This design comes from an exercise in tuning for small area and a short achievable clock period on the open sky130 flow, not from production work. RTL that was checked went through simulation tests only; none was proved equivalent to the original.

==> run a <==
// lookahead_sw_alloc
module lookahead_sw_alloc (
    input  wire           clk,
    input  wire           arst_n,
    input  wire [149:0]   req,
    input  wire [239:0]   age,
    input  wire [15:0]    credit_return_in,
    output wire [14:0]    sel_vc,
    output wire [14:0]    sel_pc,
    output wire [9:0]     vc_new,
    output wire [15:0]    credit_return_out,
    output wire [24:0]    uppv,
    output wire [3:0]     grant_new
);
    wire [39:0] win_age;
    wire [24:0] win_req;
    wire [4:0]  byp;
    wire [15:0] avail;
    wire [24:0] gnt;
    for (genvar i = 0; i < 5; i++) begin : g_in
        vc_arbiter u_vc_arb (
            .req     (req[i*30 +: 30]),
            .age     (age[i*48 +: 48]),
            .sel_vc  (sel_vc[i*3 +: 3]),
            .win_age (win_age[i*8 +: 8]),
            .win_req (win_req[i*5 +: 5]),
            .byp     (byp[i])
        );
    end
    output_arbiter u_out_arb (
        .win_req (win_req),
        .win_age (win_age),
        .avail   (avail),
        .sel_pc  (sel_pc),
  ...
==> module output_arbiter, before the edit <==
module output_arbiter (
    input  wire [24:0] win_req,    
    input  wire [39:0] win_age,    
    input  wire [15:0] avail,      
    output wire [14:0] sel_pc,
    output wire [9:0]  vc_new,
    output wire [15:0] consume,
    output wire [24:0] gnt         
);
    function automatic logic age_ge(input logic [7:0] a, input logic [7:0] b);
        logic gt, lt, gt_n, lt_n;
        gt = 1'b0;
        lt = 1'b0;
        for (int k = 7; k >= 0; k--) begin
            gt_n = gt | (~lt & a[k] & ~b[k]);
            lt_n = lt | (~gt & ~a[k] & b[k]);
            gt = gt_n;
            lt = lt_n;
        end
        age_ge = ~lt;
    endfunction
    wire beats [5][5];
    for (genvar i = 0; i < 5; i++) begin : g_cmp_i
        for (genvar j = 0; j < 5; j++) begin : g_cmp_j
            if (i < j) begin : g_lo
                assign beats[i][j] = age_ge(win_age[i*8 +: 8], win_age[j*8 +: 8]);
            end else if (i > j) begin : g_hi
                assign beats[i][j] = ~beats[j][i];
            end else begin : g_eq
                assign beats[i][j] = 1'b1;
            end
        end
    end
    for (genvar o = 0; o < 5; o++) begin : g_out
        wire [4:0] rq;
        wire       ok;
        wire       any;
        for (genvar i = 0; i < 5; i++) begin : g_rq
            assign rq[i] = win_req[i*5 + o];
        end
        if (o < 4) begin : g_net
            wire [3:0] av = avail[o*4 +: 4];
            assign ok = |av;
            assign vc_new[o*2 +: 2] = {~av[0] & ~av[1], ~av[0] & (av[1] | ~av[2])};
            assign consume[o*4 +: 4] = {4{any}} & {~|av[2:0] , av[2] & ~|av[1:0], av[1] & ~av[0], av[0]};
        end else begin : g_loc
            assign ok = 1'b1;
            assign vc_new[o*2 +: 2] = 2'd0;
        end
        for (genvar i = 0; i < 5; i++) begin : g_g
            wire [4:0] lose;
            for (genvar j = 0; j < 5; j++) begin : g_j
                if (j == i) begin : g_s
                    assign lose[j] = 1'b0;
                end else begin : g_o
                    assign lose[j] = rq[j] & beats[j][i];
                end
            end
            assign gnt[i*5 + o] = ok & rq[i] & ~|lose;
        end
        assign any = ok & |rq;
        assign sel_pc[o*3 +: 3] = {gnt[4*5+o] | ~any, gnt[2*5+o] | gnt[3*5+o], gnt[1*5+o] | gnt[3*5+o] | ~any};
    end
endmodule
==> module credit_tracker, before the edit <==
module credit_tracker (
    input  wire clk,
    input  wire arst_n,
    input  wire consume,
    input  wire credit_return_in,
    output wire avail
);
    reg  [2:0] s;
    wire [2:0] s_d;
    wire       c = consume;
    wire       r = credit_return_in;
    assign s_d[0] = s[0] ^ c ^ r;
    assign s_d[1] = (s[1] & c) | s[2] | (s[1] & ~r) | (s[0] & c & ~r);
    assign s_d[2] = (s[2] & c) | (s[1] & c & ~r) | (s[2] & ~r) | (s[2] & ~s[0]);
    always @(posedge clk or negedge arst_n) begin
        if (!arst_n) begin
            s <= 3'b000;
        end else begin
            s <= s_d;
        end
    end
    assign avail = s[0] | ~s[2];
endmodule
clock: 29.0 ns
lec_check: 0
abc_area: 1
cap_margin: 20
core_margin: 2
core_utilization: 40
slew_margin: 20
standard.sh (not shown) runs the stock make flow with config.mk's settings and CLKGATE_MAP_FILE= SYNTH_SCRIPT=/design/flow/synth_recipe.tcl, a recipe that flattens the netlist after the stock synthesis.
==> flow/flow/run.sh <==
#!/bin/bash
# Standard layout, except that synthesis maps the logic with an area-first
# ABC script (flow/abc_min.script) in place of ORFS's. Everything else,
# registers included, is the standard synthesis and flow.
set -euo pipefail
W=$(pwd)
F=$W/flow
{
    echo "proc abc {args} {"
    echo "    set i [lsearch -exact \$args -script]"
    echo "    if {\$i >= 0} { lset args [expr {\$i + 1}] $F/abc_min.script }"
    echo "    yosys abc {*}\$args"
    echo "}"
    cat "$W/synth_recipe.tcl"
} > "$W/own_synth.tcl"
sed "s#SYNTH_SCRIPT=[^ ]*#SYNTH_SCRIPT=$W/own_synth.tcl#" "$W/standard.sh" > "$W/own_standard.sh"
export BUFFER_PORTS_ARGS="-buffer_cell sky130_fd_sc_hd__buf_1"
bash "$W/own_standard.sh" synth > "$W/synth.log" 2>&1
bash "$W/own_standard.sh" > "$W/layout.log" 2>&1
==> flow/flow/abc_min.script <==
strash
&get -n
&dch -f
&nf -R 100
&put
buffer -c
upsize -c
dnsize -c
==> run b (differences from run a) <==
--- a/flow/design.v
+++ b/flow/design.v
@@ -65,14 +65,10 @@
 );
     function automatic logic age_ge(input logic [7:0] a, input logic [7:0] b);
-        logic gt, lt, gt_n, lt_n;
-        gt = 1'b0;
-        lt = 1'b0;
-        for (int k = 7; k >= 0; k--) begin
-            gt_n = gt | (~lt & a[k] & ~b[k]);
-            lt_n = lt | (~gt & ~a[k] & b[k]);
-            gt = gt_n;
-            lt = lt_n;
-        end
-        age_ge = ~lt;
+        logic c;
+        c = 1'b1;
+        for (int k = 0; k < 8; k++) begin
+            c = (a[k] & ~b[k]) | ((a[k] | ~b[k]) & c);
+        end
+        age_ge = c;
     endfunction
     wire beats [5][5];
@@ -129,19 +125,19 @@
     output wire avail
 );
-    reg  [2:0] s;
-    wire [2:0] s_d;
-    wire       c = consume;
-    wire       r = credit_return_in;
-    assign s_d[0] = s[0] ^ c ^ r;
-    assign s_d[1] = (s[1] & c) | s[2] | (s[1] & ~r) | (s[0] & c & ~r);
-    assign s_d[2] = (s[2] & c) | (s[1] & c & ~r) | (s[2] & ~r) | (s[2] & ~s[0]);
+    reg  [2:0] used;
+    wire [2:0] used_d;
+    wire       up = consume & ~credit_return_in;
+    wire       dn = credit_return_in & ~consume;
+    assign used_d[0] = used[0] ^ up ^ dn;
+    assign used_d[1] = used[1] ^ ((up & used[0]) | (dn & ~used[0]));
+    assign used_d[2] = used[2] ? ~dn : (up & used[0] & used[1]);
     always @(posedge clk or negedge arst_n) begin
         if (!arst_n) begin
-            s <= 3'b000;
+            used <= 3'd0;
         end else begin
-            s <= s_d;
-        end
-    end
-    assign avail = s[0] | ~s[2];
+            used <= used_d;
+        end
+    end
+    assign avail = ~used[2];
 endmodule
 `default_nettype wire
--- a/flow/flow/run.sh
+++ b/flow/flow/run.sh
@@ -15,4 +15,5 @@
 } > "$W/own_synth.tcl"
 sed "s#SYNTH_SCRIPT=[^ ]*#SYNTH_SCRIPT=$W/own_synth.tcl#" "$W/standard.sh" > "$W/own_standard.sh"
+export SETUP_SLACK_MARGIN=8
 export BUFFER_PORTS_ARGS="-buffer_cell sky130_fd_sc_hd__buf_1"
 bash "$W/own_standard.sh" synth > "$W/synth.log" 2>&1
CORE_UTILIZATION = 65   (was 40)
==> run c (differences from run a) <==
--- a/flow/design.v
+++ b/flow/design.v
@@ -65,14 +65,10 @@
 );
     function automatic logic age_ge(input logic [7:0] a, input logic [7:0] b);
-        logic gt, lt, gt_n, lt_n;
-        gt = 1'b0;
-        lt = 1'b0;
-        for (int k = 7; k >= 0; k--) begin
-            gt_n = gt | (~lt & a[k] & ~b[k]);
-            lt_n = lt | (~gt & ~a[k] & b[k]);
-            gt = gt_n;
-            lt = lt_n;
-        end
-        age_ge = ~lt;
+        logic c;
+        c = 1'b1;
+        for (int k = 0; k < 8; k++) begin
+            c = (a[k] & ~b[k]) | ((a[k] | ~b[k]) & c);
+        end
+        age_ge = c;
     endfunction
     wire beats [5][5];
--- a/flow/flow/run.sh
+++ b/flow/flow/run.sh
@@ -15,4 +15,5 @@
 } > "$W/own_synth.tcl"
 sed "s#SYNTH_SCRIPT=[^ ]*#SYNTH_SCRIPT=$W/own_synth.tcl#" "$W/standard.sh" > "$W/own_standard.sh"
+export SETUP_SLACK_MARGIN=8
 export BUFFER_PORTS_ARGS="-buffer_cell sky130_fd_sc_hd__buf_1"
 bash "$W/own_standard.sh" synth > "$W/synth.log" 2>&1
CTS_BUF_LIST = sky130_fd_sc_hd__clkbuf_8   (was not set)
TNS_END_PERCENT = 0   (was not set)
==> run notes <==
- Run b never finished: it broke off in 3_2_place_iop with PPL-0024. Run c completed without violations. Run a completed with no timing, DRC or antenna violations.
- Between run c and run a, the lower clock skew is in run a (gap 2.8 ps).
- In run a the wire length is lower than in run c, by 7.7%.
- Of run c and run a, run a has the higher die area (gap 6.4%, measured against run a).
- First-iteration DRC count: run c is higher than run a (8.5%).
For run a, only the layout was checked, not whether the RTL still works.

static timing again, ports no longer ideal:
In the flow no input, the clock included, has a driving cell. The finished layouts below were timed again as built, in two steps. Step 1, drivers: a clkbuf_16 drives clk and a buf_2 each remaining input, both assumed. Step 2 also shifts input and output timing later by t, the mid clock arrival at the registers, as if the neighbouring blocks saw the same clock. a / b / c = no drivers / after step 1 / after step 2; a / b = the first two.
| run | t, ns | setup WS [ns] | hold WS [ns] |
|---|---|---|---|
| run a | 0.324 | 7.577 / 7.556 / 7.556 | 0.496 / 0.496 / 0.496 |
| run c | 0.337 | 8.347 / 8.324 / 8.324 | 0.517 / 0.517 / 0.517 |
After both steps every run listed still meets setup and hold. For run c, which loses most, drivers alone change the setup slack by -0.023 ns; drivers and shift together by -0.023 ns.
